Context: an optimization exercise on an open-source flow, tuned for small area and a short achievable clock period. The choices shown serve that exercise and are no tape-out recipe. Where RTL was checked, it was by simulation tests only, not by an equivalence proof against the original. No functional check of the RTL was part of runs 1 to 4. Power and IR drop assume default switching activity.

==> flow/design.v <==
package cmd_pkg;
  typedef enum logic [2:0] {
    op_set_mode   = 3'd0,
    op_set_period = 3'd1,
    op_set_duty   = 3'd2,
    op_sample     = 3'd3,
    op_reset_time = 3'd4
  } cmd_op_e;
  typedef struct packed {
    logic [31:0] exec_time;
    logic [3:0]  pin;
    cmd_op_e     op;
    logic [15:0] value;
  } cmd_t;
  typedef struct packed {
    logic        en;
    logic [3:0]  pin;
    cmd_op_e     op;
    logic [15:0] value;
  } cmd_bus_t;
endpackage
package pin_pkg;
  typedef enum logic [1:0] {
    mode_low  = 2'd0,
    mode_high = 2'd1,
    mode_pwm  = 2'd2
  } pin_mode_e;
  typedef struct packed {
    logic [11:0] stamp;
    logic [2:0]  pin;
    logic        level;
  } sample_t;
endpackage
`timescale 1ns/1ns
module cmd_fifo #(
  parameter int DEPTH = 16,
  parameter int WIDTH = 16
) (
  input  logic             sys_clk,
  input  logic             global_clock_reset,
  input  logic             push,
  input  logic [WIDTH-1:0] din,
  input  logic             pop,
  output logic [WIDTH-1:0] dout,
  output logic             valid,
  output logic             full
);
  localparam int AW = $clog2(DEPTH);
  logic [WIDTH-1:0] mem [DEPTH];
  logic [AW-1:0]    wr_ptr;
  logic [DEPTH-1:0] rd_oh;
  logic [AW:0]      count;
  logic             do_push;
  logic             do_pop;
  assign full    = count[AW];
  assign valid   = (count != '0);
  assign do_push = push && !full;
  assign do_pop  = pop && valid;
  always_comb begin
    dout = '0;
    for (int k = 0; k < DEPTH; k++) begin
      dout = dout | (mem[k] & {WIDTH{rd_oh[k]}});
    end
  end
  always_ff @(posedge sys_clk) begin
    if (do_push) mem[wr_ptr] <= din;
  end
  always_ff @(posedge sys_clk) begin
    if (global_clock_reset) begin
      wr_ptr <= '0;
      rd_oh  <= DEPTH'(1);
      count  <= '0;
    end else begin
      if (do_push) wr_ptr <= wr_ptr + 1'b1;
      if (do_pop)  rd_oh <= {rd_oh[DEPTH-2:0], rd_oh[DEPTH-1]};
      case ({do_push, do_pop})
        2'b10:   count <= count + 1'b1;
        2'b01:   count <= count - 1'b1;
        default: count <= count;
      endcase
    end
  end
endmodule
`timescale 1ns/1ns
module host_bus
(
  input  logic        sys_clk,
  input  logic        global_clock_reset,
  input  logic        host_cs,
  input  logic        host_wr,
  input  logic [7:0]  host_addr,
  input  logic [15:0] host_wdata,
  output logic [15:0] host_rdata,
  output logic        cmd_push,
  output logic [52:0] cmd,
  input  logic        cmd_full,
  input  logic        cmd_empty,
  input  logic        sample_valid,
  input  logic [15:0] sample,
  input  logic        sample_overflow,
  output logic        sample_pop
);
  logic [15:0] time_lo;
  logic [15:0] time_hi;
  logic [3:0]  pin_q;
  logic [2:0]  op_q;
  logic [15:0] value_q;
  logic        cmd_overflow;
  logic        wr_access;
  logic        rd_access;
  logic        pd;
  logic [1:0]  kind;
  assign wr_access = host_cs && host_wr;
  assign rd_access = host_cs && !host_wr;
  assign pd   = (op_q == 3'd1 || op_q == 3'd2) && !pin_q[3];
  assign kind = (op_q == 3'd0 && !pin_q[3]) ? 2'd1 :
                (op_q == 3'd3) ? 2'd2 :
                (op_q == 3'd4) ? 2'd3 : 2'd0;
  assign cmd = {time_hi, time_lo, pd, op_q[1], pin_q[2:0], value_q[15:4],
                pd ? value_q[3:2] : kind, value_q[1:0]};
  assign sample_pop = rd_access && (host_addr == 8'd9) && sample_valid;
  always_ff @(posedge sys_clk) begin
    if (wr_access) begin
      case (host_addr)
        8'd0: time_lo <= host_wdata;
        8'd1: time_hi <= host_wdata;
        8'd2:     pin_q   <= host_wdata[3:0];
        8'd3:  op_q    <= host_wdata[2:0];
        8'd4:   value_q <= host_wdata;
        default: ;
      endcase
    end
  end
  always_ff @(posedge sys_clk) begin
    if (global_clock_reset) begin
      cmd_push     <= 1'b0;
      cmd_overflow <= 1'b0;
    end else begin
      cmd_push <= wr_access && (host_addr == 8'd5);
      if (cmd_push && cmd_full) cmd_overflow <= 1'b1;
    end
  end
  always_ff @(posedge sys_clk) begin
    case (host_addr)
      8'd0: host_rdata <= time_lo;
      8'd1: host_rdata <= time_hi;
      8'd2:     host_rdata <= {12'd0, pin_q};
      8'd3:  host_rdata <= {13'd0, op_q};
      8'd4:   host_rdata <= value_q;
      8'd8:
        host_rdata <= {11'd0, sample_overflow, sample_valid, cmd_overflow, cmd_full, cmd_empty};
      8'd9:  host_rdata <= sample_valid ? sample : 16'd0;
      default:              host_rdata <= 16'd0;
    endcase
  end
endmodule
`timescale 1ns/1ns
module scheduler
(
  input  logic        sys_clk,
  input  logic        global_clock_reset,
  input  logic        cmd_push,
  input  logic [52:0] cmd_in,
  output logic        cmd_full,
  output logic        cmd_empty,
  output logic [7:0]  bus_hit,       
  output logic        bus_period,
  output logic        bus_duty,
  output logic        bus_mode,
  output logic        bus_sample,
  output logic [2:0]  bus_pin,
  output logic [15:0] bus_value,
  output logic [11:0] stamp          
);
  localparam int MD = 14;
  logic [52:0]   mem [MD];
  logic [52:0]   head0;
  logic [52:0]   head1;
  logic [52:0]   mem_rd;
  logic [MD-1:0] rd_oh;
  logic [3:0]    wr_ptr;
  logic [4:0]    count;
  logic [31:0]   time_p1;            
  logic          due;
  logic          n0, n1, n2, nge2, nge3;
  logic          push_ok;
  logic          is_rst;
  logic          h_pd;
  logic [1:0]    h_kind;
  logic          ge_din, z_din, ge_h1, z_h1, eq_h0;
  logic          due_n;
  assign n0        = (count == 5'd0);
  assign n1        = (count == 5'd1);
  assign n2        = (count == 5'd2);
  assign nge2      = !n0 && !n1;
  assign nge3      = nge2 && !n2;
  assign cmd_full  = count[4];
  assign cmd_empty = n0;
  assign push_ok   = cmd_push && !count[4];
  assign h_pd   = head0[20];
  assign h_kind = head0[3:2];
  assign is_rst = !h_pd && (h_kind == 2'd3);
  always_comb begin
    mem_rd = '0;
    for (int k = 0; k < MD; k++) begin
      mem_rd = mem_rd | (mem[k] & {53{rd_oh[k]}});
    end
  end
  assign ge_din = (time_p1 >= cmd_in[52:21]);
  assign z_din  = (cmd_in[52:21] == 32'd0);
  assign ge_h1  = (time_p1 >= head1[52:21]);
  assign z_h1   = (head1[52:21] == 32'd0);
  assign eq_h0  = (time_p1 == head0[52:21]);
  always_comb begin
    if (due) begin
      if (n1)       due_n = push_ok && (is_rst ? z_din : ge_din);
      else          due_n = is_rst ? z_h1 : ge_h1;
    end else begin
      if (n0)       due_n = push_ok && ge_din;
      else          due_n = eq_h0;
    end
  end
  always_ff @(posedge sys_clk) begin
    if (push_ok && nge2) mem[wr_ptr] <= cmd_in;
  end
  always_ff @(posedge sys_clk) begin
    head0 <= due ? (n1 ? cmd_in : head1) : (n0 ? cmd_in : head0);
    head1 <= due ? (nge3 ? mem_rd : cmd_in) : (nge2 ? head1 : cmd_in);
  end
  always_ff @(posedge sys_clk) begin
    if (global_clock_reset) begin
      count   <= '0;
      rd_oh   <= MD'(1);
      wr_ptr  <= '0;
      due     <= 1'b0;
      time_p1 <= 32'd1;
    end else begin
      case ({push_ok, due})
        2'b10:   count <= count + 5'd1;
        2'b01:   count <= count - 5'd1;
        default: count <= count;
      endcase
      if (push_ok && nge2) wr_ptr <= (wr_ptr == 4'(MD - 1)) ? 4'd0 : wr_ptr + 4'd1;
      if (due && (nge3 || (n2 && push_ok))) rd_oh <= {rd_oh[MD-2:0], rd_oh[MD-1]};
      due     <= due_n;
      time_p1 <= (due && is_rst) ? 32'd1 : time_p1 + 32'd1;
    end
  end
  assign stamp = time_p1[11:0] - 12'd1;
  always_ff @(posedge sys_clk) begin
    if (global_clock_reset) begin
      bus_hit    <= '0;
      bus_sample <= 1'b0;
    end else begin
      for (int i = 0; i < 8; i++) begin
        bus_hit[i] <= due && (h_pd || h_kind == 2'd1) && (head0[18:16] == 3'(i));
      end
      bus_sample <= due && !h_pd && (h_kind == 2'd2);
    end
  end
  always_ff @(posedge sys_clk) begin
    bus_period <= h_pd && !head0[19];
    bus_duty   <= h_pd && head0[19];
    bus_mode   <= !h_pd;
    bus_pin    <= head0[18:16];
    bus_value  <= head0[15:0];
  end
endmodule
`timescale 1ns/1ns
module pin_control
(
  input  logic        sys_clk,
  input  logic        global_clock_reset,
  input  logic        hit,
  input  logic        bus_period,
  input  logic        bus_duty,
  input  logic        bus_mode,
  input  logic [15:0] bus_value,
  input  logic [15:0] value_p1,      
  input  logic        value_nz,      
  output logic        pin
);
  logic        is_high;
  logic        is_pwm;
  logic [15:0] per1;
  logic [15:0] duty;
  logic [15:0] cnt1;
  logic        set_mode;
  logic        set_period;
  logic        set_duty;
  logic        high_n;
  logic        pwm_n;
  logic        step;
  logic        lt_n;
  logic        nz_n;
  assign set_period = hit && bus_period;
  assign set_duty   = hit && bus_duty;
  assign set_mode   = hit && bus_mode;
  assign high_n = set_mode ? (bus_value[1:0] == 2'd1) : is_high;
  assign pwm_n  = set_mode ? (bus_value[1:0] == 2'd2) : is_pwm;
  assign step   = is_pwm && (cnt1 != per1) && !set_period;
  assign lt_n   = set_duty ? (cnt1 < bus_value) : (cnt1 < duty);
  assign nz_n   = set_duty ? value_nz : (duty != 16'd0);
  always_ff @(posedge sys_clk) begin
    if (global_clock_reset) begin
      is_high <= 1'b0;
      is_pwm  <= 1'b0;
      per1    <= 16'd1;
      duty    <= '0;
      cnt1    <= 16'd1;
      pin     <= 1'b0;
    end else begin
      is_high <= high_n;
      is_pwm  <= pwm_n;
      if (set_period) per1 <= value_p1;
      if (set_duty) duty <= bus_value;
      cnt1 <= step ? cnt1 + 16'd1 : 16'd1;
      pin  <= high_n || (pwm_n && (step ? lt_n : nz_n));
    end
  end
endmodule
`timescale 1ns/1ns
module sample_collector
(
  input  logic                         sys_clk,
  input  logic                         global_clock_reset,
  input  logic                         bus_sample,
  input  logic [2:0]                   bus_pin,
  input  logic [8-1:0]  pins,
  input  logic [11:0]                  stamp,
  input  logic                         sample_pop,
  output logic [15:0]                  sample,
  output logic                         sample_valid,
  output logic                         sample_overflow
);
  logic fifo_full;
  cmd_fifo #(
    .DEPTH (16),
    .WIDTH (16)
  ) i_sample_fifo (
    .sys_clk            (sys_clk),
    .global_clock_reset (global_clock_reset),
    .push               (bus_sample),
    .din                ({stamp, bus_pin, pins[bus_pin]}),
    .pop                (sample_pop),
    .dout               (sample),
    .valid              (sample_valid),
    .full               (fifo_full)
  );
  always_ff @(posedge sys_clk) begin
    if (global_clock_reset) begin
      sample_overflow <= 1'b0;
    end else if (bus_sample && fifo_full) begin
      sample_overflow <= 1'b1;
    end
  end
endmodule
`timescale 1ns/1ns
module mecobo_core
(
  input  logic                        sys_clk,
  input  logic                        global_clock_reset,
  input  logic                        host_cs,
  input  logic                        host_wr,
  input  logic [7:0]                  host_addr,
  input  logic [15:0]                 host_wdata,
  output logic [15:0]                 host_rdata,
  output logic [8-1:0] pins
);
  logic [52:0] cmd_in;
  logic        cmd_push;
  logic        cmd_full;
  logic        cmd_empty;
  logic [7:0]  bus_hit;
  logic        bus_period;
  logic        bus_duty;
  logic        bus_mode;
  logic        bus_sample;
  logic [2:0]  bus_pin;
  logic [15:0] bus_value;
  logic [15:0] value_p1;
  logic        value_nz;
  logic [11:0] stamp;
  logic [15:0] sample;
  logic        sample_valid;
  logic        sample_pop;
  logic        sample_overflow;
  host_bus i_host_bus (
    .sys_clk            (sys_clk),
    .global_clock_reset (global_clock_reset),
    .host_cs            (host_cs),
    .host_wr            (host_wr),
    .host_addr          (host_addr),
    .host_wdata         (host_wdata),
    .host_rdata         (host_rdata),
    .cmd_push           (cmd_push),
    .cmd                (cmd_in),
    .cmd_full           (cmd_full),
    .cmd_empty          (cmd_empty),
    .sample_valid       (sample_valid),
    .sample             (sample),
    .sample_overflow    (sample_overflow),
    .sample_pop         (sample_pop)
  );
  scheduler i_scheduler (
    .sys_clk            (sys_clk),
    .global_clock_reset (global_clock_reset),
    .cmd_push           (cmd_push),
    .cmd_in             (cmd_in),
    .cmd_full           (cmd_full),
    .cmd_empty          (cmd_empty),
    .bus_hit            (bus_hit),
    .bus_period         (bus_period),
    .bus_duty           (bus_duty),
    .bus_mode           (bus_mode),
    .bus_sample         (bus_sample),
    .bus_pin            (bus_pin),
    .bus_value          (bus_value),
    .stamp              (stamp)
  );
  assign value_nz = (bus_value != 16'd0);
  assign value_p1 = {bus_value[15:1], bus_value[0] || !value_nz};
  for (genvar i = 0; i < 8; i++) begin : g_pin
    pin_control i_pin_control (
      .sys_clk            (sys_clk),
      .global_clock_reset (global_clock_reset),
      .hit                (bus_hit[i]),
      .bus_period         (bus_period),
      .bus_duty           (bus_duty),
      .bus_mode           (bus_mode),
      .bus_value          (bus_value),
      .value_p1           (value_p1),
      .value_nz           (value_nz),
      .pin                (pins[i])
    );
  end
  sample_collector i_sample_collector (
    .sys_clk            (sys_clk),
    .global_clock_reset (global_clock_reset),
    .bus_sample         (bus_sample),
    .bus_pin            (bus_pin),
    .pins               (pins),
    .stamp              (stamp),
    .sample_pop         (sample_pop),
    .sample             (sample),
    .sample_valid       (sample_valid),
    .sample_overflow    (sample_overflow)
  );
endmodule
==> flow/run.sh <==
#!/bin/bash
# synth_recipe.tcl (not shown) runs the flow's synth.tcl, then flattens the netlist and writes it again
# the make line also repeats each setting of config.mk as NAME=value (left out here)
make -C /OpenROAD-flow-scripts/flow DESIGN_CONFIG=/design/flow/config.mk WORK_HOME=/design/flow/orfs CLKGATE_MAP_FILE= SYNTH_SCRIPT=/design/flow/synth_recipe.tcl finish
==> flow/config.mk <==
export PLATFORM = sky130hd
export DESIGN_NAME = mecobo_core
export DESIGN_NICKNAME = mecobo_core
export VERILOG_FILES = /design/flow/design.v
export SDC_FILE = /design/flow/constraint.sdc
export NUM_CORES = 4
export LEC_CHECK = 0
export CAP_MARGIN = 20
export CORE_MARGIN = 2
export CORE_UTILIZATION = 40
export PLACE_DENSITY = 0.6
export SETUP_SLACK_MARGIN = 3.4
export SLEW_MARGIN = 20
==> flow/constraint.sdc <==
create_clock -name core_clock -period 6.0 [get_ports {sys_clk}]
set_input_delay 1.2000 -clock core_clock [delete_from_list [all_inputs] [get_ports {sys_clk}]]
set_output_delay 1.2000 -clock core_clock [all_outputs]
set_load 0.01 [all_outputs]
==> flow_summary.toml, run 1 <==
[floorplanning]
design.die.area_um2 = 182000
die_h_um = 426
num_rows = 154
num_io_pins = 52
core_um2 = 176000
initial_core_util_pct = 40.4
die_x_um = 426

[cells_and_area]
syn_to_final_growth_pct = 15.5
nets = 6372
finalInstanceArea_um2 = 82300
drive_gt1_share_pct = 12.2
utilization_pct = 46.6

[power]
ir_drop_mv = 0.296
power_leakage_nw = 29.3
p_per_area_nw_per_um2 = 290

[sta]
slew_viol_final = 0
tightest_slew_ns = 1.19
slew_headroom_pct = 20.7
finalHoldViolations = 0
rsz0062_at_grt = "yes"
fmax_ghz = 0.314
setup_viol_count_final = 0
tns_ns = 0
period_share_pct = 53.1
fin_worst_skew_ns = 0.0513
min_period_ns = 3.19

[global_route]
grt_max_degree = 163
grt_busiest_layer = "met2"
grt-ovfl-total = 0
use_met2_pct = 38.7
use_met3_pct = 4.26
antenna_found_initial = 10
grt_first_pass_wirelength_mm = 320
grt_usage_pct = 23.9
met1_usage_pct = 31.6
grt_pass1_vias = 47100

[detailed_routing]
routedWlPerCell_um = 26.0
first_pass_iters = 6
vias = 49400
drtAntennaViolNets = 0
drc = 0
drt-vias-per-instance = 5.81
wirelength_mm = 221
drtIter0Drc = 5327

[logic_synthesis]
synthFlopType = "edfxtp_1"
syn_nets = 6240
synth_area_leaders = "edfxtp_1 (49%), dfxtp_1 (15%), ha_1 (5.7%)"
syn_area_um2 = 71300
ys_seq_area_share_pct = 64.0
synth_top_area_share_pct = 48.8
synth_edf_count = 1159
yosysTopAreaCell = "edfxtp_1"
async_reset_ff_share_pct = 0
syn_area_per_cell_um2 = 12.1
synth_cells = 5884
synth-seq-cells = 1698
yosysMostFrequentCell = "edfxtp_1"
ys_types = 67
synth_top_cells_by_count = "edfxtp_1 (1159), nand2_1 (743), dfxtp_1 (539)"
yosysWarnings = 5

[worst_hold_path]
min_from = "i_scheduler.head0[4]"
hold_path_class = "reg2reg"

[worst_setup_path]
cp-start-kind = "primary input"
crit_path_start = "host_addr[4]"
critical_path_arrival_ns = 3.94
rr_startpoint = "i_sample_collector.i_sample_fifo.count[1]"
crit_fanout = 4
cp_data_required_time_ns = 6.76
end_kind = "register"
critical_path_class = "in2reg"

[clock_network]
root_buffer = "clkbuf_16"
htreeDepth = 4
cts_num_sinks = 1698
cts.path.max_buffers = 3
cts_tree = "yes"
path_clk_slew_ns = 0.06
cts_hold_buf = 0
clk_latency_ns = 0.83
numCtsBuffers = 170

[placed_design]
port_buffers = 51
place_area_um2 = 74700
gp_congestion = 0.896
post-dp-hpwl_mm = 130

[status]
outcome = "finished clean"

[run]
max_cap_violations = 0
logic make-up after synthesis:
group	synth area share, %
multiplexers	0.623
adder cells (fa/ha/maj)	5.77
AO/OA/AOI/OAI	12.0
AND/OR/NAND/NOR	10.5
flip-flops	64.0
buffers and inverters	3.19
XOR/XNOR	3.92
per-stage QoR:
| stage | power [W] | setup slack (ns) | hold slack, ns | std cells |
|---|---|---|---|---|
| global route | 0.0244 | 2.74 | 0.347 | 8503 |
| floorplan | 0.0128 | 1.89 | 0.323 | 5884 |
| finish | 0.0238 | 2.81 | 0.339 | 8504 |
| global placement | 0.0128 | 1.01 | 0.325 | 8063 |
| CTS | 0.0239 | 2.76 | 0.339 | 8449 |
| detailed placement | 0.0129 | 1.04 | 0.328 | 8065 |
layout make-up:
cell class / instances / area (um^2)
Tap cell: 2340 / 2930
Antenna cell: 1 / 2.50
Clock buffer: 226 / 4680
Clock inverter: 93 / 1230
Timing Repair Buffer: 290 / 2720
Timing Repair inverter: 1 / 5.00
Sequential cell: 1698 / 45700
Fill cell: 15800 / 94200
Multi-Input combinational cell: 3612 / 24000
Inverter: 243 / 986
power breakdown:
group	leakage, nW	switching, W	internal [W]
Clock	2.87	0.00473	0.00650
Combinational	11.5	0.000136	0.0000469
Sequential	15.0	0.0000137	0.0124
final timing paths:
path | to | slack [ns] | cells after the start
max reg2reg | i_sample_collector.i_sample_fifo.count[4] | 2.97 | 12
min reg2reg | i_scheduler.bus_value[4] | 0.34 | 0
min | i_scheduler.bus_value[4] | 0.34 | 0
max | i_sample_collector.i_sample_fifo.count[4] | 2.81 | 15
worst max-delay path, stage by stage:
cell and delay (ns):
buf_8 0.10, nor4_4 0.29, nand3b_1 0.16, or3_4 0.35
or3b_4 0.44, clkinv_8 0.07, ha_4 0.15, inv_4 0.04
fa_2 0.34, inv_1 0.06, a21o_1 0.11, a21oi_2 0.06
xnor2_1 0.13, or3_1 0.33, a21oi_2 0.12
placed cells by master (no fill, tap or decap), types with 31 or more instances in the layout:
master,count
edfxtp_1,1159
nand2_1,738
dfxtp_1,485
a21oi_1,416
ha_1,321
a22oi_1,283
nor2_1,269
xor2_1,245
inv_1,223
buf_4,184
clkbuf_16,177
nand3_1,174
a221oi_1,128
o21ai_0,110
a22o_1,105
nor4_1,98
nand4_1,87
xnor2_1,67
a21o_1,67
nor3_1,44
and3_1,44
a31oi_1,44
clkbuf_1,39
buf_12,32
dfxtp_2,31
flip-flops by register name (all words and copies together) (netlist names), 14 cells and up:
register                                count
g_pin.i_pin_control.per1                  128
i_scheduler.head1                          53
i_scheduler.bus_value                      16
g_pin.i_pin_control.cnt1                  128
i_host_bus.time_hi                         16
i_host_bus.host_rdata                      16
i_scheduler.mem                           742
i_sample_collector.i_sample_fifo.mem      256
i_scheduler.rd_oh                          14
i_scheduler.time_p1                        32
i_scheduler.head0                          53
i_host_bus.time_lo                         16
g_pin.i_pin_control.duty                  128
i_sample_collector.i_sample_fifo.rd_oh     16
i_host_bus.value_q                         16
layer usage:
metal  part of all wire [%]  wire (um)
met4                    4.1       9120
met2                     47     104000
met3                    7.7      17000
met1                     41      91200
met5                 0.0063         14
timing repair:
item / in CTS / in global routing
endpoints found under the setup margin: 821 / 483
pin swaps: 21 / 29
gates resized for setup: 269 / 63
gates cloned: 4 / 3
setup buffers: 61 / 51
==> run 2, diff against run 1 <==
--- a/flow/config.mk
+++ b/flow/config.mk
@@ -6,4 +6,5 @@
 export NUM_CORES = 4
 export LEC_CHECK = 0
+export ABC_AREA = 1
 export CAP_MARGIN = 20
 export CORE_MARGIN = 2
==> run 2 against run 1 <==
Flip-flop and latch count unchanged; count of clock-buffer cells in the layout up 13; sequential power about the same; clock power about the same; synthesized cell count up 15%; still clean on timing, DRC and antenna; worst setup slack better by 0.53 ns; die area up 1.8%; register-to-register slack better by 0.47 ns; power down 0.69%; non-clock buffer count down 36.
==> flow_summary.toml, run 2 <==
[logic_synthesis]
synth_top_area_share_pct = 48.0
yosysWarnings = 5
synth_area_leaders = "edfxtp_1 (48%), dfxtp_1 (15%), nand2_1 (6.9%)"
async_reset_ff_share_pct = 0
syn_nets = 7111
syn_area_per_cell_um2 = 10.7
syn_area_um2 = 72500
yosysTopAreaCell = "edfxtp_1"
synth_cells = 6755
ys_seq_area_share_pct = 62.9
ys_types = 61
synth_edf_count = 1159
yosysMostFrequentCell = "nand2_1"
synth-seq-cells = 1698
synth_top_cells_by_count = "nand2_1 (1341), edfxtp_1 (1159), inv_1 (618)"
synthFlopType = "edfxtp_1"

[power]
p_per_area_nw_per_um2 = 284
p_sw_share_pct = 20.6
intPower_w = 0.0188
ir_drop_mv = 0.279
pwr-share-seq_pct = 52.5
power_leakage_nw = 31.4
clkPwrFrac_pct = 46.7
total_power_w = 0.0237
p_sw_w = 0.00488
p_comb_share_pct = 0.9

[floorplanning]
core_um2 = 181000
die_h_um = 430
num_rows = 156
design.die.area_um2 = 185000
die_x_um = 430
num_io_pins = 52
initial_core_util_pct = 40.2

[global_route]
grt-ovfl-total = 0
grt_pass1_vias = 49500
grt_usage_pct = 23.2
grt_first_pass_wirelength_mm = 322
grt_max_degree = 122
antenna_found_initial = 6

[placed_design]
gp_congestion = 0.931
pre_cts_ws_ns = 1.54
port_buffers = 51
post-dp-hpwl_mm = 133

[worst_setup_path]
worst_path_most_repeated_cell = "nor2_4"
crit_fanout = 5
end_kind = "register"
cp-start-kind = "primary input"
crit_path_max_incr_delay_ns = 0.27
cp_data_required_time_ns = 6.69
crit_slowest_cell = "ha_1"
worstPathCellList = "buf_6 -> nor2_4 -> nand2_4 -> nor2_4 -> inv_2 -> nor2_4 -> nand2_2 -> nor3_4 -> buf_12 -> ha_4 -> ha_1 -> nand2_1 -> nand2_1 -> a31oi_1 -> inv_1 -> o21ai_2 -> a21oi_2 -> o21ai_1 -> a21oi_1"
critical_path_class = "in2reg"
critical_path_arrival_ns = 3.35

[detailed_routing]
drc = 0
vias = 52100
drtAntennaViolNets = 0
drt-vias-per-instance = 5.52
wirelength_mm = 220
routedWlPerCell_um = 23.3
drtIter0Drc = 5166
first_pass_iters = 6

[cells_and_area]
regMostFlops = "i_scheduler.mem"
nets = 7272
fillers = 16200
layout_commonest_cell = "nand2_1"
largest_reg_flops = 742
drive_gt1_share_pct = 10.2
final_cell_mix = "nand2_1 (1328), edfxtp_1 (1159), inv_1 (598), dfxtp_1 (500), a21oi_1 (484)"
top_regs = "i_scheduler.mem x742, i_sample_collector.i_sample_fifo.mem x256"
syn_to_final_growth_pct = 14.8

[clock_network]
clk_latency_ns = 0.82
cts_tree = "yes"
numCtsBuffers = 178
root_buffer = "clkbuf_16"
cts_hold_buf = 0
cts_num_sinks = 1698
path_clk_slew_ns = 0.06
cts.path.max_buffers = 3
htreeDepth = 4

[sta]
setup_slack_ns = 3.34
tightest_slew_ns = 1.16
fin_worst_skew_ns = 0.0350
tns_ns = 0
fmax_ghz = 0.376
rsz0062_at_grt = "yes"
setup_viol_count_final = 0
period_share_pct = 44.3
slew_headroom_pct = 22.4
finalHoldViolations = 0
slew_viol_final = 0
min_period_ns = 2.66

[status]
outcome = "finished clean"

[run]
max_cap_violations = 0

[worst_hold_path]
hold_path_class = "reg2reg"
## run 2: cell count changes after synthesis, moves of 57 or more
| cell | before | now |
|---|---|---|
| nor2_1 | 290 | 368 |
| nand2_1 | 743 | 1341 |
| a21oi_1 | 420 | 485 |
| nand4_1 | 87 | 171 |
| a22oi_1 | 283 | 1 |
| inv_1 | 242 | 618 |
| a21o_1 | 68 | 2 |
| nand3_1 | 176 | 253 |
| xor2_1 | 249 | 113 |
| nor4_1 | 102 | 45 |
| o21ai_0 | 115 | 467 |
## run 2: stage by stage
step / utilization [%] / area [um^2] / instances / hold slack (ns)
after floorplan: - / 72700 / 6755 / 0.323
final: 46.1 / 83300 / 9440 / 0.316
after CTS: 45.8 / 82700 / 9395 / 0.323
after global placement: 42.1 / 76100 / 9013 / 0.324
after detailed placement: 42.1 / 76100 / 9013 / 0.327
after global routing: 46.1 / 83300 / 9437 / 0.340
## run 2: path summary, 6_finish.rpt
path | cells past startpoint | startpoint | to | slack [ns]
worst max register to register | 17 | i_sample_collector.i_sample_fifo.count[2] | i_sample_collector.i_sample_fifo.count[4] | 3.44
worst max-delay path | 19 | host_addr[5] | i_sample_collector.i_sample_fifo.count[4] | 3.34
worst min register to register | 0 | i_scheduler.head0[8] | i_scheduler.bus_value[8] | 0.32
worst min-delay path | 0 | i_scheduler.head0[8] | i_scheduler.bus_value[8] | 0.32
## run 2: critical path: cells and delay by family
kind            cells  cell delay [ns]
simple gates        8             0.81
compound gates      5             0.49
fa+ha+maj           2             0.43
buf+inv             4             0.40
## run 2: cells by family (layout without fill, tap and decap cells)
family	count (synthesis)	after routing	synth area share [%]
xor+xnor	178	178	2.15
simple gates	2379	2381	14.3
flops	1698	1698	62.9
fa+ha+maj	328	328	5.67
buf+inv	910	1218	4.84
other cells	0	5	0
mux	1	1	0.0155
compound gates	1261	1261	10.2
## run 2: area by class of cell
class	count	area, um^2	area share (%)
Sequential cell	1698	45700	54.8
Clock inverter	90	973	1.17
Timing Repair Buffer	254	2460	2.95
Multi-Input combinational cell	4149	23900	28.7
Tap cell	2370	2970	3.56
Inverter	635	2460	2.95
Antenna cell	5	12.5	0.0150
Clock buffer	239	4850	5.83
## run 2: power groups by stage
stage | clock [W] | combinational [W] | sequential, W
after CTS | 0.0112 | 0.000202 | 0.0124
after detailed placement | 0 | 0.000192 | 0.0127
after global routing | 0.0117 | 0.000227 | 0.0124
after global placement | 0 | 0.000187 | 0.0127
final | 0.0110 | 0.000208 | 0.0124
after floorplan | 0 | 0.000108 | 0.0127
## run 2: timing repair
| item | in CTS | in global routing |
|---|---|---|
| setup buffers | 47 | 36 |
| setup endpoints to repair | 896 | 525 |
| gates cloned | 6 | 4 |
| gates resized for setup | 219 | 62 |
| pin swaps | 26 | 20 |
| endpoints found under the hold margin | 0 | 0 |
## run 2: layer usage
metal / routed length (um) / GRT usage, % / up-vias / part of all wire, %
met2: 101000 / 37.7 / 2042 / 46
met4: 8210 / 7.84 / 0 / 3.7
met1: 92900 / 31.7 / 25500 / 42
met3: 17000 / 3.55 / 433 / 7.7
met5: 0 / 0 / - / 0
li1: - / - / 24100 / -
==> run 3, diff against run 2 <==
--- a/flow/design.v
+++ b/flow/design.v
@@ -53,4 +53,15 @@
   logic             do_push;
   logic             do_pop;
+  logic [AW:0]      count_inc;
+  logic [AW:0]      count_dec;
+  for (genvar i = 0; i <= AW; i++) begin : g_cnt
+    if (i == 0) begin : g_lsb
+      assign count_inc[i] = !count[i];
+      assign count_dec[i] = !count[i];
+    end else begin : g_bit
+      assign count_inc[i] = count[i] ^ (&count[i-1:0]);
+      assign count_dec[i] = count[i] ^ !(|count[i-1:0]);
+    end
+  end
   assign full    = count[AW];
   assign valid   = (count != '0);
@@ -75,6 +86,6 @@
       if (do_pop)  rd_oh <= {rd_oh[DEPTH-2:0], rd_oh[DEPTH-1]};
       case ({do_push, do_pop})
-        2'b10:   count <= count + 1'b1;
-        2'b01:   count <= count - 1'b1;
+        2'b10:   count <= count_inc;
+        2'b01:   count <= count_dec;
         default: count <= count;
       endcase
@@ -190,4 +201,15 @@
   logic          ge_din, z_din, ge_h1, z_h1, eq_h0;
   logic          due_n;
+  logic [4:0]    count_inc;
+  logic [4:0]    count_dec;
+  for (genvar i = 0; i < 5; i++) begin : g_cnt
+    if (i == 0) begin : g_lsb
+      assign count_inc[i] = !count[i];
+      assign count_dec[i] = !count[i];
+    end else begin : g_bit
+      assign count_inc[i] = count[i] ^ (&count[i-1:0]);
+      assign count_dec[i] = count[i] ^ !(|count[i-1:0]);
+    end
+  end
   assign n0        = (count == 5'd0);
   assign n1        = (count == 5'd1);
@@ -237,6 +259,6 @@
     end else begin
       case ({push_ok, due})
-        2'b10:   count <= count + 5'd1;
-        2'b01:   count <= count - 5'd1;
+        2'b10:   count <= count_inc;
+        2'b01:   count <= count_dec;
         default: count <= count;
       endcase
--- a/flow/config.mk
+++ b/flow/config.mk
@@ -6,5 +6,4 @@
 export NUM_CORES = 4
 export LEC_CHECK = 0
-export ABC_AREA = 1
 export CAP_MARGIN = 20
 export CORE_MARGIN = 2
==> run 3 against run 2 <==
Routed wire length shrank 1.0%; power shrank 2.4%; flip-flop and latch count is the same; non-clock buffer count grew 17; largest cell class unchanged; highest routed layer unchanged.
==> flow_summary.toml, run 3 <==
[logic_synthesis]
syn_area_per_cell_um2 = 12.1
yosysMostFrequentCell = "edfxtp_1"
synth_cells = 5877
synthFlopType = "edfxtp_1"
syn_nets = 6225
ys_types = 74
ys_seq_area_share_pct = 64.0
synth_top_area_share_pct = 48.9
synth_edf_count = 1159
async_reset_ff_share_pct = 0
synth_area_leaders = "edfxtp_1 (49%), dfxtp_1 (15%), ha_1 (5.6%)"
synth-seq-cells = 1698
yosysTopAreaCell = "edfxtp_1"
yosysWarnings = 5
synth_top_cells_by_count = "edfxtp_1 (1159), nand2_1 (755), dfxtp_1 (539)"
syn_area_um2 = 71200

[worst_setup_path]
end_kind = "register"
critical_path_class = "in2reg"
crit_fanout = 5
rr_worst_depth = 7
critical_path_arrival_ns = 3.31
cp_data_required_time_ns = 6.69
cp-start-kind = "primary input"

[detailed_routing]
first_pass_iters = 6
drt-met1-wl_mm = 87.8
wl_met2_mm = 104
drc = 0
vias = 48700
wirelength_mm = 217
drtAntennaViolNets = 0
routed.top_layer = "met4"
drtIter0Drc = 4897
routedWlPerCell_um = 25.6
drt-vias-per-instance = 5.75
routed-wl-met3_mm = 16.7

[clock_network]
cts.path.max_buffers = 3
htreeDepth = 4
cts_hold_buf = 0
cts_tree = "yes"
numCtsBuffers = 169
root_buffer = "clkbuf_16"
cts_num_sinks = 1698
clk_latency_ns = 0.83
path_clk_slew_ns = 0.06

[cells_and_area]
finalInstanceArea_um2 = 81300
drive_gt1_share_pct = 11.4
nets = 6344
final_cell_mix = "edfxtp_1 (1159), nand2_1 (751), dfxtp_1 (488), a21oi_1 (410), ha_1 (319)"
final_cells = 8477
regMostFlops = "i_scheduler.mem"
syn_to_final_growth_pct = 14.1
top_regs = "i_scheduler.mem x742, i_sample_collector.i_sample_fifo.mem x256"
layout_commonest_cell = "edfxtp_1"
largest_reg_flops = 742

[placed_design]
post-dp-hpwl_mm = 130
dp_cells = 8070
gp_congestion = 0.878
place_area_um2 = 74700
port_buffers = 51

[status]
outcome = "finished clean"

[sta]
slew_viol_final = 0
finalHoldViolations = 0
tns_ns = 0
rsz0062_at_grt = "yes"
fin_worst_skew_ns = 0.0354
period_share_pct = 43.6
min_period_ns = 2.62
fmax_ghz = 0.382
tightest_slew_ns = 1.14
setup_viol_count_final = 0
slew_headroom_pct = 24.0

[floorplanning]
initial_core_util_pct = 40.3
die_h_um = 426
core_um2 = 176000
num_io_pins = 52
design.die.area_um2 = 181000
num_rows = 154
die_x_um = 426

[global_route]
grt_pass1_vias = 46300
grt_max_degree = 90
grt_first_pass_wirelength_mm = 315
grt_usage_pct = 23.5
antenna_found_initial = 2
grt-ovfl-total = 0

[power]
p_sw_w = 0.00481
ir_drop_mv = 0.289
power_leakage_nw = 28.8
p_per_area_nw_per_um2 = 284
p_sw_share_pct = 20.8
intPower_w = 0.0183
p_comb_share_pct = 0.8
pwr-share-seq_pct = 53.8
clkPwrFrac_pct = 45.4

[worst_hold_path]
hold_path_class = "reg2reg"
whs_path_depth = 0

[run]
max_cap_violations = 0
## run 3: path summary, 6_finish.rpt
kind / to / slack [ns] / startpoint
worst max-delay path: i_sample_collector.i_sample_fifo.count[4] / 3.38 / host_addr[7]
worst min-delay path: i_scheduler.bus_value[1] / 0.33 / i_scheduler.head0[1]
worst max register to register: g_pin[1].i_pin_control.per1[0] / 3.38 / i_scheduler.bus_value[4]
worst min register to register: i_scheduler.bus_value[1] / 0.33 / i_scheduler.head0[1]
## run 3: stage by stage
stage	hold slack, ns	util [%]	total power, W	setup WS (ns)
finish	0.332	46.1	0.0231	3.38
global route	0.339	46.1	0.0237	3.37
CTS	0.328	45.9	0.0232	3.34
detailed placement	0.327	42.3	0.0129	1.18
global placement	0.325	42.3	0.0129	1.24
floorplan	0.323	-	0.0128	2.71
## run 3: what timing repair did
item | CTS | global route
setup endpoints to repair | 800 | 111
buffers inserted | 68 | 24
resized for setup | 214 | 48
pin swaps | 17 | 6
cloned | 3 | 0
## run 3: final cells by class
cell class | instances | area (um^2)
Antenna cell | 3 | 7.51
Sequential cell | 1698 | 45700
Timing Repair Buffer | 271 | 2320
Clock inverter | 80 | 818
Timing Repair inverter | 1 | 5.00
Clock buffer | 229 | 4650
Fill cell | 15900 | 95200
Tap cell | 2340 | 2930
Multi-Input combinational cell | 3611 | 23900
Inverter | 244 | 981
## run 3: kinds of logic (layout without fill, tap and decap cells)
| logic type | Yosys count | in the layout | synth area share [%] |
|---|---|---|---|
| other cells | 0 | 3 | 0 |
| xor+xnor | 318 | 318 | 3.91 |
| fa+ha+maj | 320 | 320 | 5.62 |
| flops | 1698 | 1698 | 64.0 |
| buf+inv | 570 | 825 | 3.15 |
| compound gates | 1248 | 1248 | 11.8 |
| mux | 44 | 44 | 0.694 |
| simple gates | 1679 | 1681 | 10.8 |
## run 3: worst max-delay path, cell delays in order
cell and delay, ns:
buf_8 0.10, nor4_4 0.31, nand2_2 0.12, nor2_4 0.14, nand4b_4 0.11, or3b_4 0.50, clkinv_8 0.07, ha_4 0.16
nand4b_1 0.16, mux2i_1 0.11, nand2b_1 0.10, xor2_1 0.15, nor2_1 0.06
## run 3: power by group through the flow
stage	sequential (W)	combinational (W)	clock, W
global route	0.0124	0.000197	0.0111
global placement	0.0127	0.000173	0
finish	0.0124	0.000183	0.0105
floorplan	0.0127	0.0000989	0
detailed placement	0.0127	0.000180	0
CTS	0.0124	0.000180	0.0106
## run 3: per-layer routing
metal,up-vias,track usage (%)
li1,22000,-
met3,423,3.75
met1,24300,30.6
met5,-,0
met4,0,8.95
met2,1989,39.4
==> run 4, diff against run 3 <==
--- a/flow/design.v
+++ b/flow/design.v
@@ -199,6 +199,10 @@
   logic          h_pd;
   logic [1:0]    h_kind;
-  logic          ge_din, z_din, ge_h1, z_h1, eq_h0;
+  logic [31:0]   cmp_time;
+  logic          cmp_ge;
+  logic          cmp_z;
+  logic          cmp_valid;
   logic          due_n;
+  logic [4:0]    count_n;
   logic [4:0]    count_inc;
   logic [4:0]    count_dec;
@@ -212,9 +216,4 @@
     end
   end
-  assign n0        = (count == 5'd0);
-  assign n1        = (count == 5'd1);
-  assign n2        = (count == 5'd2);
-  assign nge2      = !n0 && !n1;
-  assign nge3      = nge2 && !n2;
   assign cmd_full  = count[4];
   assign cmd_empty = n0;
@@ -229,18 +228,23 @@
     end
   end
-  assign ge_din = (time_p1 >= cmd_in[52:21]);
-  assign z_din  = (cmd_in[52:21] == 32'd0);
-  assign ge_h1  = (time_p1 >= head1[52:21]);
-  assign z_h1   = (head1[52:21] == 32'd0);
-  assign eq_h0  = (time_p1 == head0[52:21]);
   always_comb begin
-    if (due) begin
-      if (n1)       due_n = push_ok && (is_rst ? z_din : ge_din);
-      else          due_n = is_rst ? z_h1 : ge_h1;
+    if (due ? n1 : n0) begin
+      cmp_time  = cmd_in[52:21];
+      cmp_valid = push_ok;
     end else begin
-      if (n0)       due_n = push_ok && ge_din;
-      else          due_n = eq_h0;
+      cmp_time  = due ? head1[52:21] : head0[52:21];
+      cmp_valid = 1'b1;
     end
   end
+  assign cmp_ge = (time_p1 >= cmp_time);
+  assign cmp_z  = (cmp_time == 32'd0);
+  assign due_n  = cmp_valid && ((due && is_rst) ? cmp_z : cmp_ge);
+  always_comb begin
+    case ({push_ok, due})
+      2'b10:   count_n = count_inc;
+      2'b01:   count_n = count_dec;
+      default: count_n = count;
+    endcase
+  end
   always_ff @(posedge sys_clk) begin
     if (push_ok && nge2) mem[wr_ptr] <= cmd_in;
@@ -253,4 +257,9 @@
     if (global_clock_reset) begin
       count   <= '0;
+      n0      <= 1'b1;
+      n1      <= 1'b0;
+      n2      <= 1'b0;
+      nge2    <= 1'b0;
+      nge3    <= 1'b0;
       rd_oh   <= MD'(1);
       wr_ptr  <= '0;
@@ -258,9 +267,10 @@
       time_p1 <= 32'd1;
     end else begin
-      case ({push_ok, due})
-        2'b10:   count <= count_inc;
-        2'b01:   count <= count_dec;
-        default: count <= count;
-      endcase
+      count   <= count_n;
+      n0      <= (count_n == 5'd0);
+      n1      <= (count_n == 5'd1);
+      n2      <= (count_n == 5'd2);
+      nge2    <= (count_n >= 5'd2);
+      nge3    <= (count_n >= 5'd3);
       if (push_ok && nge2) wr_ptr <= (wr_ptr == 4'(MD - 1)) ? 4'd0 : wr_ptr + 4'd1;
       if (due && (nge3 || (n2 && push_ok))) rd_oh <= {rd_oh[MD-2:0], rd_oh[MD-1]};
@@ -301,4 +311,6 @@
   input  logic [15:0] value_p1,      
   input  logic        value_nz,      
+  input  logic        lt_set,        
+  output logic [15:0] cnt1,
   output logic        pin
 );
@@ -307,5 +319,4 @@
   logic [15:0] per1;
   logic [15:0] duty;
-  logic [15:0] cnt1;
   logic        set_mode;
   logic        set_period;
@@ -322,5 +333,5 @@
   assign pwm_n  = set_mode ? (bus_value[1:0] == 2'd2) : is_pwm;
   assign step   = is_pwm && (cnt1 != per1) && !set_period;
-  assign lt_n   = set_duty ? (cnt1 < bus_value) : (cnt1 < duty);
+  assign lt_n   = set_duty ? lt_set : (pin && (cnt1 != duty));
   assign nz_n   = set_duty ? value_nz : (duty != 16'd0);
   always_ff @(posedge sys_clk) begin
@@ -404,4 +415,7 @@
   logic        value_nz;
   logic [11:0] stamp;
+  logic [15:0] cnt1 [8];
+  logic [15:0] cnt1_hit;
+  logic        lt_set;
   logic [15:0] sample;
   logic        sample_valid;
@@ -443,4 +457,11 @@
   assign value_nz = (bus_value != 16'd0);
   assign value_p1 = {bus_value[15:1], bus_value[0] || !value_nz};
+  always_comb begin
+    cnt1_hit = '0;
+    for (int i = 0; i < 8; i++) begin
+      cnt1_hit = cnt1_hit | (cnt1[i] & {16{bus_hit[i]}});
+    end
+  end
+  assign lt_set = (cnt1_hit < bus_value);
   for (genvar i = 0; i < 8; i++) begin : g_pin
     pin_control i_pin_control (
@@ -454,4 +475,6 @@
       .value_p1           (value_p1),
       .value_nz           (value_nz),
+      .lt_set             (lt_set),
+      .cnt1               (cnt1[i]),
       .pin                (pins[i])
     );
==> run 4 against run 3 <==
Still clean; register-to-register slack worse by 0.12 ns; count of clock-buffer cells in the layout decreased by 2; worst hold slack better by 0.0054 ns; via count decreased by 4.4%; clock power is essentially flat; global-route usage increased by 0.76 points.
==> flow_summary.toml, run 4 <==
[sta]
rsz0062_at_grt = "yes"
tightest_slew_ns = 1.13
setup_slack_ns = 3.26
slew_viol_final = 0
slew_headroom_pct = 24.3
period_share_pct = 45.6
finalHoldViolations = 0
min_period_ns = 2.74
tns_ns = 0
fin_worst_skew_ns = 0.0276
setup_viol_count_final = 0
fmax_ghz = 0.366

[cells_and_area]
drive_gt1_share_pct = 12.5
nets = 5603
top_regs = "i_scheduler.mem x742, i_sample_collector.i_sample_fifo.mem x256"
final_cell_mix = "edfxtp_1 (1159), nand2_1 (817), dfxtp_1 (474), a22oi_1 (319), nor2_1 (319)"
largest_reg_flops = 742
syn_to_final_growth_pct = 14.7
layout_commonest_cell = "edfxtp_1"
finalInstanceArea_um2 = 78000
regMostFlops = "i_scheduler.mem"

[logic_synthesis]
synth_area_leaders = "edfxtp_1 (51%), dfxtp_1 (16%), nand2_1 (4.5%)"
synth_edf_count = 1159
synthFlopType = "edfxtp_1"
yosysMostFrequentCell = "edfxtp_1"
syn_nets = 5617
synth-seq-cells = 1703
synth_top_area_share_pct = 51.2
ys_types = 66
syn_area_per_cell_um2 = 12.3
synth_top_cells_by_count = "edfxtp_1 (1159), nand2_1 (818), dfxtp_1 (544)"
yosysTopAreaCell = "edfxtp_1"
yosysWarnings = 7
synth_cells = 5526
ys_seq_area_share_pct = 67.2
async_reset_ff_share_pct = 0
syn_area_um2 = 68000

[clock_network]
numCtsBuffers = 166
cts.path.max_buffers = 3
clk_latency_ns = 0.83
cts_num_sinks = 1703
path_clk_slew_ns = 0.06
htreeDepth = 4
cts_tree = "yes"
root_buffer = "clkbuf_16"

[power]
p_per_area_nw_per_um2 = 297
power_leakage_nw = 26.2
ir_drop_mv = 0.280

[floorplanning]
die_h_um = 416
initial_core_util_pct = 40.2
num_rows = 151
die_x_um = 416
design.die.area_um2 = 173000
num_io_pins = 52
core_um2 = 169000

[placed_design]
post-dp-hpwl_mm = 125
port_buffers = 51
pre_cts_ws_ns = 1.86
gp_congestion = 0.891
place_area_um2 = 70900

[detailed_routing]
wirelength_mm = 217
routedWlPerCell_um = 27.6
first_pass_iters = 9
drt-vias-per-instance = 5.92
vias = 46600
drc = 0
drtAntennaViolNets = 0
drtIter0Drc = 5924

[worst_setup_path]
crit_slowest_cell = "edfxtp_1"
worstPathCellList = "a221oi_1 -> ha_1 -> nand3_1 -> o41ai_2 -> a211oi_2 -> a2111oi_2"
crit_fanout = 18
cpLargestDelayFamily = "compound AO/OA/AOI/OAI gates"
critical_path_arrival_ns = 3.44
cp-start-kind = "register"
critical_path_class = "reg2reg"
cp_data_required_time_ns = 6.70
end_kind = "register"
worst-path-buf-inv = 0
crit_path_max_incr_delay_ns = 1.02

[global_route]
grt_usage_pct = 24.3
grt-ovfl-total = 0
grt_first_pass_wirelength_mm = 308
grt_pass1_vias = 43700
antenna_found_initial = 5
grt_max_degree = 144

[status]
outcome = "finished clean"

[run]
max_cap_violations = 0

[worst_hold_path]
hold_path_class = "reg2reg"
## run 4: repair_timing
| item | in CTS | in global routing |
|---|---|---|
| hold buffers | 0 | 0 |
| setup buffers | 35 | 43 |
| endpoints found under the setup margin | 625 | 201 |
| gates cloned | 7 | 7 |
| pin swaps | 30 | 47 |
| gates resized for setup | 271 | 56 |
## run 4: area by class of cell
class	instances	area (um^2)
fill	15000	91100
sequential	1703	45900
multi-input combinational	3351	21400
clock buffer	227	4560
tap	2218	2780
timing repair buffer	244	2280
clock inverter	85	877
inverter	46	176
antenna	1	2.50
## run 4: power breakdown
part           leakage (nW)  internal [W]  switching (W)
clock network          2.66       0.00593        0.00459
registers              15.1        0.0124      0.0000120
logic                  8.49     0.0000489       0.000159
total                  26.2        0.0184        0.00476
## run 4: path summary, 6_finish.rpt
| check | startpoint | end | slack (ns) | cells past startpoint |
|---|---|---|---|---|
| max reg2reg | i_host_bus.time_hi[12] | i_scheduler.due | 3.26 | 6 |
| min reg2reg | i_scheduler.head0[8] | i_scheduler.bus_value[8] | 0.34 | 0 |
| min | i_scheduler.head0[8] | i_scheduler.bus_value[8] | 0.34 | 0 |
| max | i_host_bus.time_hi[12] | i_scheduler.due | 3.26 | 6 |
## run 4: kinds of logic after synthesis
kind of cell,after synthesis,share of synthesized area [%]
buf+inv,481,2.77
xor+xnor,413,5.32
fa+ha+maj,63,1.16
compound gates,1102,11.3
simple gates,1719,11.5
flops,1703,67.2
mux,45,0.716
## run 4: per-stage QoR
stage	util [%]	power [W]	cells	hold slack [ns]
global placement	41.9	0.0129	7470	0.325
floorplan	-	0.0128	5526	0.323
global route	46.1	0.0237	7874	0.345
finish	46.1	0.0232	7875	0.338
CTS	45.7	0.0233	7824	0.341
detailed placement	42.0	0.0129	7470	0.327
## run 4: routing by layer
layer	share of wire [%]	GRT usage [%]
met1	41	33.8
met2	46	38.4
met3	9.5	4.34
met4	3.5	8.32
met5	0.0041	0
==> run 5, diff against run 4 <==
--- a/flow/design.v
+++ b/flow/design.v
@@ -55,4 +55,6 @@
   logic [AW:0]      count_inc;
   logic [AW:0]      count_dec;
+  logic [AW:0]      count_pop;
+  logic [AW:0]      count_nopop;
   for (genvar i = 0; i <= AW; i++) begin : g_cnt
     if (i == 0) begin : g_lsb
@@ -68,4 +70,6 @@
   assign do_push = push && !full;
   assign do_pop  = pop && valid;
+  assign count_nopop = do_push ? count_inc : count;
+  assign count_pop   = do_push ? (valid ? count : count_inc) : (valid ? count_dec : count);
   always_comb begin
     dout = '0;
@@ -85,9 +89,5 @@
       if (do_push) wr_ptr <= wr_ptr + 1'b1;
       if (do_pop)  rd_oh <= {rd_oh[DEPTH-2:0], rd_oh[DEPTH-1]};
-      case ({do_push, do_pop})
-        2'b10:   count <= count_inc;
-        2'b01:   count <= count_dec;
-        default: count <= count;
-      endcase
+      count <= pop ? count_pop : count_nopop;
     end
   end
@@ -182,4 +182,5 @@
   output logic [2:0]  bus_pin,
   output logic [15:0] bus_value,
+  output logic        bus_value_z,   
   output logic [11:0] stamp          
 );
@@ -297,4 +298,5 @@
     bus_pin    <= head0[18:16];
     bus_value  <= head0[15:0];
+    bus_value_z <= (head0[15:0] == 16'd0);
   end
 endmodule
@@ -412,4 +414,5 @@
   logic [2:0]  bus_pin;
   logic [15:0] bus_value;
+  logic        bus_value_z;
   logic [15:0] value_p1;
   logic        value_nz;
@@ -453,7 +456,8 @@
     .bus_pin            (bus_pin),
     .bus_value          (bus_value),
+    .bus_value_z        (bus_value_z),
     .stamp              (stamp)
   );
-  assign value_nz = (bus_value != 16'd0);
+  assign value_nz = !bus_value_z;
   assign value_p1 = {bus_value[15:1], bus_value[0] || !value_nz};
   always_comb begin
==> run 5 against run 4 <==
Cell area down 0.30%; first-iteration DRC count is 1.2% lower; worst setup slack worse by 0.0045 ns; highest routed layer is now met4; critical endpoint unchanged; register-to-register slack is essentially flat; cell count is 0.29% lower.
==> flow_summary.toml, run 5 <==
[status]
outcome = "finished clean"

[clock_network]
clk_latency_ns = 0.84
root_buffer = "clkbuf_16"
numCtsBuffers = 173
cts_num_sinks = 1704
cts_hold_buf = 0
cts.path.max_buffers = 3
htreeDepth = 4
cts_tree = "yes"
path_clk_slew_ns = 0.07

[floorplanning]
die_x_um = 416
initial_core_util_pct = 40.2
die_h_um = 416
num_rows = 151
core_um2 = 169000
design.die.area_um2 = 173000
num_io_pins = 52

[cells_and_area]
seqCellArea_um2 = 45900
largest_reg_flops = 742
multi_input_area_um2 = 21200
nets = 5570
regMostFlops = "i_scheduler.mem"
fillers = 15000
top_regs = "i_scheduler.mem x742, i_sample_collector.i_sample_fifo.mem x256"
syn_to_final_growth_pct = 14.5
final_cell_mix = "edfxtp_1 (1159), nand2_1 (830), dfxtp_1 (481), a22oi_1 (347), xor2_1 (330)"
layout_commonest_cell = "edfxtp_1"
drive_gt1_share_pct = 11.5

[logic_synthesis]
ys_types = 65
yosysMostFrequentCell = "edfxtp_1"
synth_top_area_share_pct = 51.3
yosysTopAreaCell = "edfxtp_1"
syn_nets = 5609
synthFlopType = "edfxtp_1"
yosysWarnings = 7
synth_top_cells_by_count = "edfxtp_1 (1159), nand2_1 (834), dfxtp_1 (545)"
async_reset_ff_share_pct = 0
synth_cells = 5514
ys_seq_area_share_pct = 67.4
syn_area_um2 = 67900
synth_area_leaders = "edfxtp_1 (51%), dfxtp_1 (16%), nand2_1 (4.6%)"
synth_edf_count = 1159
syn_area_per_cell_um2 = 12.3
synth-seq-cells = 1704

[worst_setup_path]
worstPathCellList = "buf_12 -> buf_4 -> nand2b_4 -> buf_12 -> o221ai_1 -> ha_1 -> nand4_1 -> nor2_1 -> o2111ai_1 -> a211o_1 -> a311oi_2"
critical_path_class = "reg2reg"
worst-path-buf-inv = 3
cp_data_required_time_ns = 6.75
worst_path_most_repeated_cell = "buf_12"
crit_fanout = 16
crit_path_start = "i_scheduler.due"
critical_path_arrival_ns = 3.49
cp-start-kind = "register"
crit_slowest_cell = "ha_1"
rr_startpoint = "i_scheduler.due"
cpLargestDelayFamily = "compound AO/OA/AOI/OAI gates"
end_kind = "register"
crit_path_max_incr_delay_ns = 0.41

[detailed_routing]
drtIter0Drc = 5853
vias = 46200
routedWlPerCell_um = 27.0
drc = 0
wirelength_mm = 212
drtAntennaViolNets = 0
first_pass_iters = 6
drt-vias-per-instance = 5.88

[global_route]
grt_pass1_vias = 43200
antenna_found_initial = 13
grt_first_pass_wirelength_mm = 302
grt_usage_pct = 23.7
grt-ovfl-total = 0
grt_max_degree = 148

[sta]
min_period_ns = 2.74
finalHoldViolations = 0
fin_worst_skew_ns = 0.0920
tns_ns = 0
rsz0062_at_grt = "yes"
setup_viol_count_final = 0
slew_headroom_pct = 18.7
period_share_pct = 45.7
tightest_slew_ns = 1.22
slew_viol_final = 0
fmax_ghz = 0.365

[run]
max_cap_violations = 0

[worst_hold_path]
min_from = "i_scheduler.head0[1]"
hold_path_class = "reg2reg"

[power]
total_power_w = 0.0235
power_leakage_nw = 27.0
ir_drop_mv = 0.315
p_per_area_nw_per_um2 = 302

[placed_design]
post-dp-hpwl_mm = 122
port_buffers = 51
gp_congestion = 0.903
-- run 5: cell types whose count changed in the layout (fill, tap and decap cells not counted), moves of 19 or more --
cell     before  now
nand4_1     106   87
buf_4       157  119
nor4_1       77  109
or3_1        36   14
and3_1       77  105
a22oi_1     319  347
xor2_1      226  330
nand3_1      92  112
xnor2_1     181   78
-- run 5: worst register-to-register path: stages (launching register included) --
cell       delay, ns
dfxtp_4         0.38
buf_12          0.15
buf_4           0.16
nand2b_4        0.15
buf_12          0.19
o221ai_1        0.26
ha_1            0.41
nand4_1         0.14
nor2_1          0.14
o2111ai_1       0.14
a211o_1         0.26
a311oi_2        0.25
-- run 5: through the flow --
stage	cell area [um^2]	cells	setup WS [ns]	hold slack, ns	utilization (%)
final	77700	7852	3.26	0.372	46.0
after global routing	77700	7850	3.20	0.388	46.0
after CTS	77300	7819	3.09	0.374	45.8
after detailed placement	70600	7446	1.91	0.357	41.8
after global placement	70600	7446	2.05	0.353	41.8
after floorplan	68100	5514	2.88	0.348	-
-- run 5: cells by family after synthesis --
group | count (synthesis) | share of synthesized area, %
AOI/OAI and AO/OA | 1088 | 11.2
buffers and inverters | 471 | 2.69
xor gates and xnor gates | 418 | 5.39
adders and majority gates | 67 | 1.24
and+or+nand+nor | 1737 | 11.6
muxes | 29 | 0.477
DFF | 1704 | 67.4
-- run 5: timing repair --
action,CTS,global route
pin swaps,20,37
hold endpoints to repair,0,0
resized for setup,239,52
endpoints found under the setup margin,520,288
setup buffers,36,21
cloned,12,3
-- run 5: final timing paths --
kind	slack, ns	endpoint	cells past startpoint
worst max-delay path	3.26	i_scheduler.due	11
worst min-delay path	0.37	i_scheduler.bus_value[1]	0
worst max register to register	3.26	i_scheduler.due	11
worst min register to register	0.37	i_scheduler.bus_value[1]	0
-- run 5: layout make-up --
cell class | instances | share of cell area [%]
Timing Repair Buffer | 202 | 2.51
Antenna cell | 9 | 0.0290
Clock inverter | 104 | 1.42
Sequential cell | 1704 | 59.0
Clock buffer | 221 | 5.92
Tap cell | 2218 | 3.57
Multi-Input combinational cell | 3350 | 27.3
Inverter | 44 | 0.212
-- run 5: report_power, final --
group,internal [W],switching (W),leakage [nW]
Sequential,0.0124,0.0000122,15.1
Combinational,0.0000516,0.000141,9.20
Clock,0.00610,0.00475,2.77
-- run 5: routing by layer --
layer | vias up | track usage (%) | share of wire, %
met5 | - | 0 | 0
li1 | 20300 | - | -
met1 | 23300 | 32.6 | 41
met2 | 2207 | 37.2 | 46
met3 | 407 | 4.08 | 8.6
met4 | 0 | 9.67 | 4.1
==> run 6, diff against run 5 <==
--- a/flow/config.mk
+++ b/flow/config.mk
@@ -9,4 +9,7 @@
 export CORE_MARGIN = 2
 export CORE_UTILIZATION = 40
+export CTS_BUF_LIST = sky130_fd_sc_hd__clkbuf_8
+export CTS_CLUSTER_DIAMETER = 40
+export CTS_CLUSTER_SIZE = 20
 export PLACE_DENSITY = 0.6
 export SETUP_SLACK_MARGIN = 3.4
==> run 6 against run 5 <==
Clock power shrank 12%; cell count grew 1.1%; cell area fell by 0.85%; critical path type is now reg2out; critical endpoint is now host_rdata[0]; highest routed layer unchanged.
==> flow_summary.toml, run 6 <==
[status]
outcome = "finished clean"

[detailed_routing]
wl_met2_mm = 98.6
drc = 0
routed.top_layer = "met4"
routedWlPerCell_um = 26.8
drtAntennaViolNets = 0
drtIter0Drc = 5844
first_pass_iters = 9
wirelength_mm = 213
routed-wl-met3_mm = 19.3
drt-vias-per-instance = 5.84
drt-met1-wl_mm = 87.2
vias = 46400

[sta]
slew_headroom_pct = 19.0
tightest_slew_ns = 1.21
whs_ns = 0.349
setup_viol_count_final = 0
fin_worst_skew_ns = 0.114
fmax_ghz = 0.360
slew_viol_final = 0
tns_ns = 0
min_period_ns = 2.78
setup_slack_ns = 3.22
rsz0062_at_grt = "yes"
finalHoldViolations = 0
period_share_pct = 46.4

[logic_synthesis]
yosysWarnings = 7
syn_area_per_cell_um2 = 12.3
ys_seq_area_share_pct = 67.4
synth_edf_count = 1159
syn_area_um2 = 67900
yosysTopAreaCell = "edfxtp_1"
yosysMostFrequentCell = "edfxtp_1"
synthFlopType = "edfxtp_1"
async_reset_ff_share_pct = 0
synth_area_leaders = "edfxtp_1 (51%), dfxtp_1 (16%), nand2_1 (4.6%)"
synth_top_area_share_pct = 51.3
syn_nets = 5609
synth_top_cells_by_count = "edfxtp_1 (1159), nand2_1 (834), dfxtp_1 (545)"
synth-seq-cells = 1704
ys_types = 65
synth_cells = 5514

[cells_and_area]
largest_reg_flops = 742
final_cell_mix = "edfxtp_1 (1159), nand2_1 (829), dfxtp_1 (480), a22oi_1 (345), xor2_1 (330)"
nets = 5617
drive_gt1_share_pct = 13.6
syn_to_final_growth_pct = 13.6
fillers = 15200
top_regs = "i_scheduler.mem x742, i_sample_collector.i_sample_fifo.mem x256"
layout_commonest_cell = "edfxtp_1"
utilization_pct = 45.6
regMostFlops = "i_scheduler.mem"

[placed_design]
pre_cts_ws_ns = 1.91
post-dp-hpwl_mm = 122
port_buffers = 51
gp_congestion = 0.903

[worst_setup_path]
critical_path_class = "reg2out"
worst-path-buf-inv = 1
cp_data_required_time_ns = 4.80
cp-start-kind = "register"
cpLargestDelayFamily = "flip-flops"
crit_fanout = 1
end_kind = "output pin"
crit_slowest_cell = "dfxtp_4"
crit_path_max_incr_delay_ns = 0.43
worstPathCellList = "clkbuf_2"
r2r_slack_ns = 3.26
critical_path_arrival_ns = 1.58

[floorplanning]
num_io_pins = 52
die_x_um = 416
die_h_um = 416
design.die.area_um2 = 173000
initial_core_util_pct = 40.2
core_um2 = 169000
num_rows = 151

[clock_network]
numCtsBuffers = 218
root_buffer = "clkbuf_8"
cts.path.max_buffers = 3
htreeDepth = 4
clk_latency_ns = 1.03
path_clk_slew_ns = 0.09
cts_num_sinks = 1704
cts_tree = "yes"

[global_route]
antenna_found_initial = 16
grt_pass1_vias = 43400
grt_first_pass_wirelength_mm = 303
grt_usage_pct = 23.8
grt_max_degree = 148
grt-ovfl-total = 0

[power]
ir_drop_mv = 0.226
power_leakage_nw = 26.8
p_per_area_nw_per_um2 = 287
total_power_w = 0.0221

[worst_hold_path]
hold_path_class = "reg2reg"

[run]
max_cap_violations = 0
## run 6: kinds of logic (layout without fill, tap and decap cells)
family | Yosys count | count (layout) | share of synthesized area (%)
multiplexers | 29 | 31 | 0.477
adder cells (fa/ha/maj) | 67 | 67 | 1.24
XOR/XNOR | 418 | 418 | 5.39
other | 0 | 11 | 0
flip-flops | 1704 | 1704 | 67.4
AND/OR/NAND/NOR | 1737 | 1746 | 11.6
buffers and inverters | 471 | 658 | 2.69
AO/OA/AOI/OAI | 1088 | 1088 | 11.2
## run 6: final timing paths
check	from	end	depth (start not counted)
setup / recovery	i_host_bus.host_rdata[0]	host_rdata[0]	1
hold / removal	i_scheduler.head0[0]	i_scheduler.bus_value[0]	0
setup reg to reg	i_scheduler.due	i_scheduler.due	11
hold reg to reg	i_scheduler.head0[0]	i_scheduler.bus_value[0]	0
## run 6: per-stage QoR
step,cells,cell area (um^2)
2_1_floorplan,5514,68100
3_3_place_gp,7446,70600
3_5_place_dp,7446,70600
4_1_cts,7899,76500
5_1_grt,7941,77100
6_report,7941,77100
## run 6: metal layers
metal / global-route usage [%] / vias up
met5: 0 / -
met4: 8.99 / 0
met3: 4.45 / 398
met2: 37.7 / 2268
met1: 32.4 / 23300
li1: - / 20400
## run 6: repair_timing
| item | in CTS | in global routing |
|---|---|---|
| setup buffers | 31 | 28 |
| gates cloned | 12 | 3 |
| hold buffers | 0 | 0 |
| pin swaps | 22 | 30 |
| endpoints found under the setup margin | 544 | 237 |
| resized for setup | 260 | 55 |
## run 6: area by class of cell
class,instances,area (um^2),area share (%)
clock buffers,226,3110,4.04
repair buffers,204,2020,2.63
inverters,44,165,0.214
multi-input cells,3350,21200,27.6
flip-flops and latches,1704,45900,59.6
clock inverters,184,1820,2.36
diodes,11,27.5,0.0357
well taps,2218,2780,3.60
## run 6: power by group
part	switching, W	internal [W]
Combinational	0.000139	0.0000508
Sequential	0.0000128	0.0124
Clock	0.00499	0.00449
Total	0.00514	0.0170
==> run 7, diff against run 6 <==
--- a/flow/config.mk
+++ b/flow/config.mk
@@ -9,7 +9,7 @@
 export CORE_MARGIN = 2
 export CORE_UTILIZATION = 40
-export CTS_BUF_LIST = sky130_fd_sc_hd__clkbuf_8
-export CTS_CLUSTER_DIAMETER = 40
-export CTS_CLUSTER_SIZE = 20
+export CTS_BUF_LIST = sky130_fd_sc_hd__clkbuf_16
+export CTS_CLUSTER_DIAMETER = 60
+export CTS_CLUSTER_SIZE = 30
 export PLACE_DENSITY = 0.6
 export SETUP_SLACK_MARGIN = 3.4
==> run 7 against run 6 <==
Routed wire length shrank 1.3%; first-iteration DRC count rose by 0.84%; synthesized cell count did not move; core utilization decreased by 0.58 points; clock skew fell by 0.053 ns; cell count decreased by 2.4%; power shrank 4.1%; critical path type is now reg2reg; worst hold slack better by 0.016 ns; flip-flop and latch count did not move.
==> flow_summary.toml, run 7 <==
[worst_setup_path]
crit_path_max_incr_delay_ns = 1.09
cpLargestDelayFamily = "simple AND/OR/NAND/NOR gates"
critical_path_class = "reg2reg"
cp_data_required_time_ns = 6.41
crit_slowest_cell = "nor2_2"
cp-start-kind = "register"

[placed_design]
post-dp-hpwl_mm = 122
place_area_um2 = 70600

[power]
ir_drop_mv = 0.279
power_leakage_nw = 26.3

[detailed_routing]
drc = 0
drtAntennaViolNets = 0
first_pass_iters = 6
drtIter0Drc = 5893
vias = 45700
wirelength_mm = 210

[floorplanning]
die_h_um = 416
design.die.area_um2 = 173000
num_io_pins = 52

[cells_and_area]
regMostFlops = "i_scheduler.mem"
nets = 5518
utilization_pct = 45.0
layout_commonest_cell = "edfxtp_1"
fillers = 15200
drive_gt1_share_pct = 10.8
syn_to_final_growth_pct = 12.1
largest_reg_flops = 742

[run]
max_cap_violations = 0

[logic_synthesis]
synth_top_cells_by_count = "edfxtp_1 (1159), nand2_1 (834), dfxtp_1 (545)"
synth_edf_count = 1159
syn_area_um2 = 67900
async_reset_ff_share_pct = 0
synth_area_leaders = "edfxtp_1 (51%), dfxtp_1 (16%), nand2_1 (4.6%)"
yosysTopAreaCell = "edfxtp_1"
syn_area_per_cell_um2 = 12.3
synth_cells = 5514
ys_seq_area_share_pct = 67.4

[sta]
tns_ns = 0
rsz0062_at_grt = "yes"
slew_viol_final = 0
tightest_slew_ns = 1.18

[global_route]
grt-ovfl-total = 0
grt_pass1_vias = 42400
grt_max_degree = 148

[clock_network]
numCtsBuffers = 113
cts_num_sinks = 1704
path_clk_slew_ns = 0.09
htreeDepth = 3

[status]
outcome = "finished clean"
## run 7: metal layers
| metal | GRT usage (%) | routed length, um | part of all wire [%] | up-vias |
|---|---|---|---|---|
| met2 | 37.1 | 97500 | 46 | 2223 |
| met4 | 8.36 | 7500 | 3.6 | 2 |
| met5 | 0 | 13 | 0.0062 | - |
| met3 | 3.60 | 18800 | 9.0 | 361 |
| li1 | - | - | - | 20100 |
| met1 | 32.4 | 85900 | 41 | 23000 |
## run 7: kinds of logic after synthesis
group / synth area share, %
and+or+nand+nor: 11.6
DFF: 67.4
AOI/OAI and AO/OA: 11.2
buffers and inverters: 2.69
xor gates and xnor gates: 5.39
adders and majority gates: 1.24
muxes: 0.477
## run 7: power breakdown
group	internal [W]	leakage [nW]	switching, W
Combinational	0.0000494	9.21	0.000141
Sequential	0.0124	15.1	0.0000118
Clock	0.00406	2.01	0.00452
Total	0.0165	26.3	0.00467
## run 7: cell type report
cell class | count | area, um^2 | share of cell area [%]
diodes | 9 | 22.5 | 0.0296
repair buffers | 211 | 1950 | 2.56
multi-input cells | 3349 | 21200 | 27.9
inverters | 44 | 165 | 0.217
clock buffers | 119 | 2980 | 3.91
clock inverters | 95 | 1100 | 1.44
well taps | 2218 | 2780 | 3.65
flip-flops and latches | 1704 | 45900 | 60.3
## run 7: what timing repair did
| action | 4_1_cts | 5_1_grt |
|---|---|---|
| buffers inserted | 37 | 27 |
| endpoints found under the hold margin | 0 | 0 |
| resized for setup | 237 | 43 |
| setup endpoints to repair | 567 | 280 |
| hold buffers | 0 | 0 |
| pin swaps | 22 | 36 |
| cloned | 9 | 6 |
## run 7: worst register-to-register path, stage by stage, from the launching register on
cell and delay [ns]:
dfxtp_2 0.36, nor2b_4 0.21, and3_1 0.27, nand2b_1 0.50, nor2_2 1.09
## run 7: metrics by stage
stage	hold WS [ns]	total power (W)	setup WS [ns]
finish	0.365	0.0212	3.22
CTS	0.368	0.0213	2.88
global route	0.387	0.0218	3.18
floorplan	0.348	0.0128	2.88
global placement	0.353	0.0129	2.05
detailed placement	0.357	0.0129	1.91
## run 7: worst paths after layout
| path | startpoint | endpoint | slack [ns] | depth (start not counted) |
|---|---|---|---|---|
| hold reg to reg | i_scheduler.head0[1] | i_scheduler.bus_value[1] | 0.37 | 0 |
| setup / recovery | i_scheduler.count[4] | i_scheduler.mem[5][23] | 3.22 | 4 |
| hold / removal | i_scheduler.head0[1] | i_scheduler.bus_value[1] | 0.37 | 0 |
| setup reg to reg | i_scheduler.count[4] | i_scheduler.mem[5][23] | 3.22 | 4 |

Check on run 7: ideal ports give 3.224 ns setup slack; a clkbuf_16 on the clock port and buf_2 on the inputs give 3.224 ns; moving port delays by the midpoint clock arrival (0.844 ns) as well gives 2.629 ns.
